From an optimization exercise on the open Yosys and OpenROAD flow, aimed at a short achievable clock period and few clock cycles; shortcuts taken in it are not production practice.
At most, simulation tests tie the RTL to the original design; equivalence was not proved.
No activity file was given, so power comes from the tool's default toggle rates.

== rev 12 ==
Design color_key_sprite_run_encoder, start of the top module:
module color_key_sprite_run_encoder
#(
  parameter int MAX_WIDTH  = cksre_pkg::DEF_MAX_WIDTH,
  parameter int MAX_HEIGHT = cksre_pkg::DEF_MAX_HEIGHT
) (
  input  logic                  clk,
  input  logic                  rst,
  input  logic                  cfg_valid,
  output logic                  cfg_ready,
  input  logic [cksre_pkg::CFG_IDX_W-1:0]  cfg_index,
  input  logic [cksre_pkg::CFG_DATA_W-1:0] cfg_data,
  input  logic                  in_valid,
  output logic                  in_ready,
  input  logic [cksre_pkg::PIX_W-1:0]      pixel,
  output logic                  out_valid,
  input  logic                  out_ready,
  output logic [cksre_pkg::KIND_W-1:0]     word_kind,
  output logic [cksre_pkg::VALUE_W-1:0]    word_value,
  output logic                  row_empty,
  output logic [cksre_pkg::ROW_OUT_W-1:0]  row_number,
  output logic                  last_of_burst
);
For scale: about 4,300 cells after synthesis, about 73 I/O pins.
==> flow/config.mk <==
export PLATFORM = sky130hd
export DESIGN_NAME = color_key_sprite_run_encoder
export DESIGN_NICKNAME = color_key_sprite_run_encoder
export VERILOG_FILES = /design/flow/design.v
export SDC_FILE = /design/flow/constraint.sdc
export NUM_CORES = 4
export LEC_CHECK = 0
export ABC_CLOCK_PERIOD_IN_PS = 1500
export CAP_MARGIN = 20
export CORE_MARGIN = 2
export CORE_UTILIZATION = 40
export SETUP_SLACK_MARGIN = 3.0
export SLEW_MARGIN = 20
export TNS_END_PERCENT = 100
==> flow/constraint.sdc <==
create_clock -name core_clock -period 5.0 [get_ports {clk}]
set_input_delay 1.0000 -clock core_clock [delete_from_list [all_inputs] [get_ports {clk}]]
set_output_delay 1.0000 -clock core_clock [all_outputs]
set_load 0.01 [all_outputs]
run.sh (not shown) runs the stock make flow with config.mk's settings and CLKGATE_MAP_FILE= SYNTH_SCRIPT=/design/flow/synth_recipe.tcl, a recipe that flattens the netlist after the stock synthesis.
diff inputs: rev 12 => rev 13
-- flow/design.v --
<<< rev 12, line 86
  input  logic        ev_tot,
  output logic        in_ready,
  output logic        out_valid,
  input  logic        out_ready,
>>> rev 13, line 86
  input  logic        ev_tot,
  output logic        in_ready,
  output logic        in_ready_i,
  output logic        out_valid,
  input  logic        out_ready,
<<< rev 12, line 99
  logic [PX_DEPTH-1:0] pwp, prp, prp1;
  logic                pop_px_d;
  logic [PA:0]         pcnt;
  logic [15:0]   prd0, prd1, p_head;
  logic          pop_px;
>>> rev 13, line 100
  logic [PX_DEPTH-1:0] pwp, prp, prp1;
  logic                pop_px_d;
  logic [PA:0]         pcnt, pcnt_b;
  logic [15:0]   prd0, prd1, p_head;
  logic          pop_px;
<<< rev 12, line 128
      ewp <= EV_DEPTH'(1); erp <= EV_DEPTH'(1); erp1 <= EV_DEPTH'(2); ecnt <= '0; ev_v_d <= 1'b0; ev_avail <= 1'b0;
      in_ready <= 1'b0;
    end else begin
      if (px_v) pwp <= {pwp[PX_DEPTH-2:0], pwp[PX_DEPTH-1]};
>>> rev 13, line 129
      ewp <= EV_DEPTH'(1); erp <= EV_DEPTH'(1); erp1 <= EV_DEPTH'(2); ecnt <= '0; ev_v_d <= 1'b0; ev_avail <= 1'b0;
      in_ready <= 1'b0;
      in_ready_i <= 1'b0;
      pcnt_b <= '0;
    end else begin
      if (px_v) pwp <= {pwp[PX_DEPTH-2:0], pwp[PX_DEPTH-1]};
<<< rev 12, line 136
      pop_px_d <= pop_px;
      pcnt <= pcnt + {{PA{1'b0}}, px_v} - {{PA{1'b0}}, pop_px_d};
      if (ev_v) ewp <= {ewp[EV_DEPTH-2:0], ewp[EV_DEPTH-1]};
      if (pop_ev) begin
>>> rev 13, line 139
      pop_px_d <= pop_px;
      pcnt <= pcnt + {{PA{1'b0}}, px_v} - {{PA{1'b0}}, pop_px_d};
      pcnt_b <= pcnt_b + {{PA{1'b0}}, px_v} - {{PA{1'b0}}, pop_px_d};
      if (ev_v) ewp <= {ewp[EV_DEPTH-2:0], ewp[EV_DEPTH-1]};
      if (pop_ev) begin
<<< rev 12, line 151
      end
      in_ready <= (pcnt <= (PA+1)'(PX_DEPTH - MARGIN)) && (ecnt <= (EA+1)'(EV_DEPTH - MARGIN));
    end
    p_head <= pop_px ? prd1 : prd0;
>>> rev 13, line 155
      end
      in_ready <= (pcnt <= (PA+1)'(PX_DEPTH - MARGIN)) && (ecnt <= (EA+1)'(EV_DEPTH - MARGIN));
      in_ready_i <= (pcnt_b <= (PA+1)'(PX_DEPTH - MARGIN)) && (ecnt <= (EA+1)'(EV_DEPTH - MARGIN));
    end
    p_head <= pop_px ? prd1 : prd0;
<<< rev 12, line 258
    end
  end
  assign o_free = !out_valid || out_ready;
  always_ff @(posedge clk) begin
    if (rst || rstq) begin
      out_valid <= 1'b0;
    end else if (o_free) begin
      out_valid <= sk_v || g_fire;
    end
>>> rev 13, line 263
    end
  end
  logic [30:0] o_next, o_hold;
  logic        o_load;
  logic        ov_i;
  assign o_free = !ov_i || out_ready;
  assign o_next = sk_v ? sk_word : g_word;
  assign o_load = o_free && (sk_v || g_fire);
  always_ff @(posedge clk) begin
    if (rst || rstq) begin
      ov_i <= 1'b0;
    end else if (o_free) begin
      ov_i <= sk_v || g_fire;
    end
    if (rst || rstq) begin
      out_valid <= 1'b0;
    end else if (!out_valid || out_ready) begin
      out_valid <= sk_v || g_fire;
    end
<<< rev 12, line 275
      sk_word <= g_word;
    end
    if (o_free) begin
      {word_kind, word_value, row_empty, row_number, last_of_burst} <= sk_v ? sk_word : g_word;
    end
  end
endmodule
>>> rev 13, line 290
      sk_word <= g_word;
    end
    if (o_load) begin
      o_hold <= o_next;
    end
    {word_kind, word_value, row_empty, row_number, last_of_burst} <= o_free ? o_next : o_hold;
  end
endmodule
<<< rev 12, line 292
  input  logic [15:0] cfg_data,
  input  logic        in_valid,
  input  logic        in_ready,
  input  logic [15:0] pixel,
  output logic        px_v,
>>> rev 13, line 308
  input  logic [15:0] cfg_data,
  input  logic        in_valid,
  input  logic        in_ready_i,
  input  logic [15:0] pixel,
  output logic        px_v,
<<< rev 12, line 307
  logic [1:0]  s0_cidx;
  always_ff @(posedge clk) begin
    s0_pv    <= !rst && in_valid && in_ready;
    s0_cv    <= !rst && cfg_valid;
    s0_pix   <= pixel;
>>> rev 13, line 323
  logic [1:0]  s0_cidx;
  always_ff @(posedge clk) begin
    s0_pv    <= !rst && in_valid && in_ready_i;
    s0_cv    <= !rst && cfg_valid;
    s0_pix   <= pixel;
<<< rev 12, line 442
);
  logic        rstq;
  logic        px_v;
  logic [15:0] px_d;
>>> rev 13, line 458
);
  logic        rstq;
  logic        in_ready_i;
  logic        px_v;
  logic [15:0] px_d;
<<< rev 12, line 462
    .cfg_data  (cfg_data),
    .in_valid  (in_valid),
    .in_ready  (in_ready),
    .pixel     (pixel),
    .px_v      (px_v),
>>> rev 13, line 479
    .cfg_data  (cfg_data),
    .in_valid  (in_valid),
    .in_ready_i (in_ready_i),
    .pixel     (pixel),
    .px_v      (px_v),
<<< rev 12, line 486
    .ev_tot        (ev_tot),
    .in_ready      (in_ready),
    .out_valid     (out_valid),
    .out_ready     (out_ready),
>>> rev 13, line 503
    .ev_tot        (ev_tot),
    .in_ready      (in_ready),
    .in_ready_i    (in_ready_i),
    .out_valid     (out_valid),
    .out_ready     (out_ready),
Results
Between rev 12 and rev 13, the hold slack figures differ only marginally. Rev 13 ends up with a buffer count excluding the clock tree in the final layout that is 24% higher than in rev 12. Higher clock period minus worst slack among rev 12 and rev 13: rev 12. Headroom to the max-slew limit across rev 12 and rev 13: no real change. Violation count after the first detailed-route iteration down 342 in rev 13 wrt rev 12. Comparing rev 13 with rev 12, the xor and xnor fraction of the mapped netlist area came out essentially unchanged. Summary — switching portion of total power, rev 13 relative to rev 12: lower, by 0.42 points. Comparing the two runs side by side, rev 13 comes out behind rev 12 on clock skew. Between rev 12 and rev 13, area growth from synthesis to layout increased. Of rev 12 and rev 13, rev 12 shows the lower count of inverters other than clock inverters in the layout, with rev 13 above it. Comparing rev 12 and rev 13, the lower sequential share of layout area was measured on rev 13.
Testbench counts of rev 13, summed over its fixed seeds: cycles 50,767.
Function not checked in rev 12: the RTL went through the layout flow alone.

## afterwards: timing with drivers on the ports
In the flow no input, the clock included, has a driving cell. The finished layouts below were timed again as built, in two steps.
Step 1, drivers: a clkbuf_16 drives clk and a buf_2 each remaining input, both assumed.
Step 2 also shifts input and output timing later by t, the mid clock arrival at the registers, as if the neighbouring blocks saw the same clock.
a / b / c = ideal / step 1 / step 2; a / b = the first two.
run | t, ns | setup slack, ns | slew at the worst register clock pin (ns)
rev 12 | 0.865 | 2.655 / 2.573 / 2.324 | 0.07 / 0.07
rev 13 | 0.873 | 2.686 / 2.610 / 2.187 | 0.07 / 0.07
After both steps every run listed still meets setup and hold. For rev 13, which loses most, drivers alone change the setup slack by -0.076 ns; drivers and shift together by -0.499 ns.
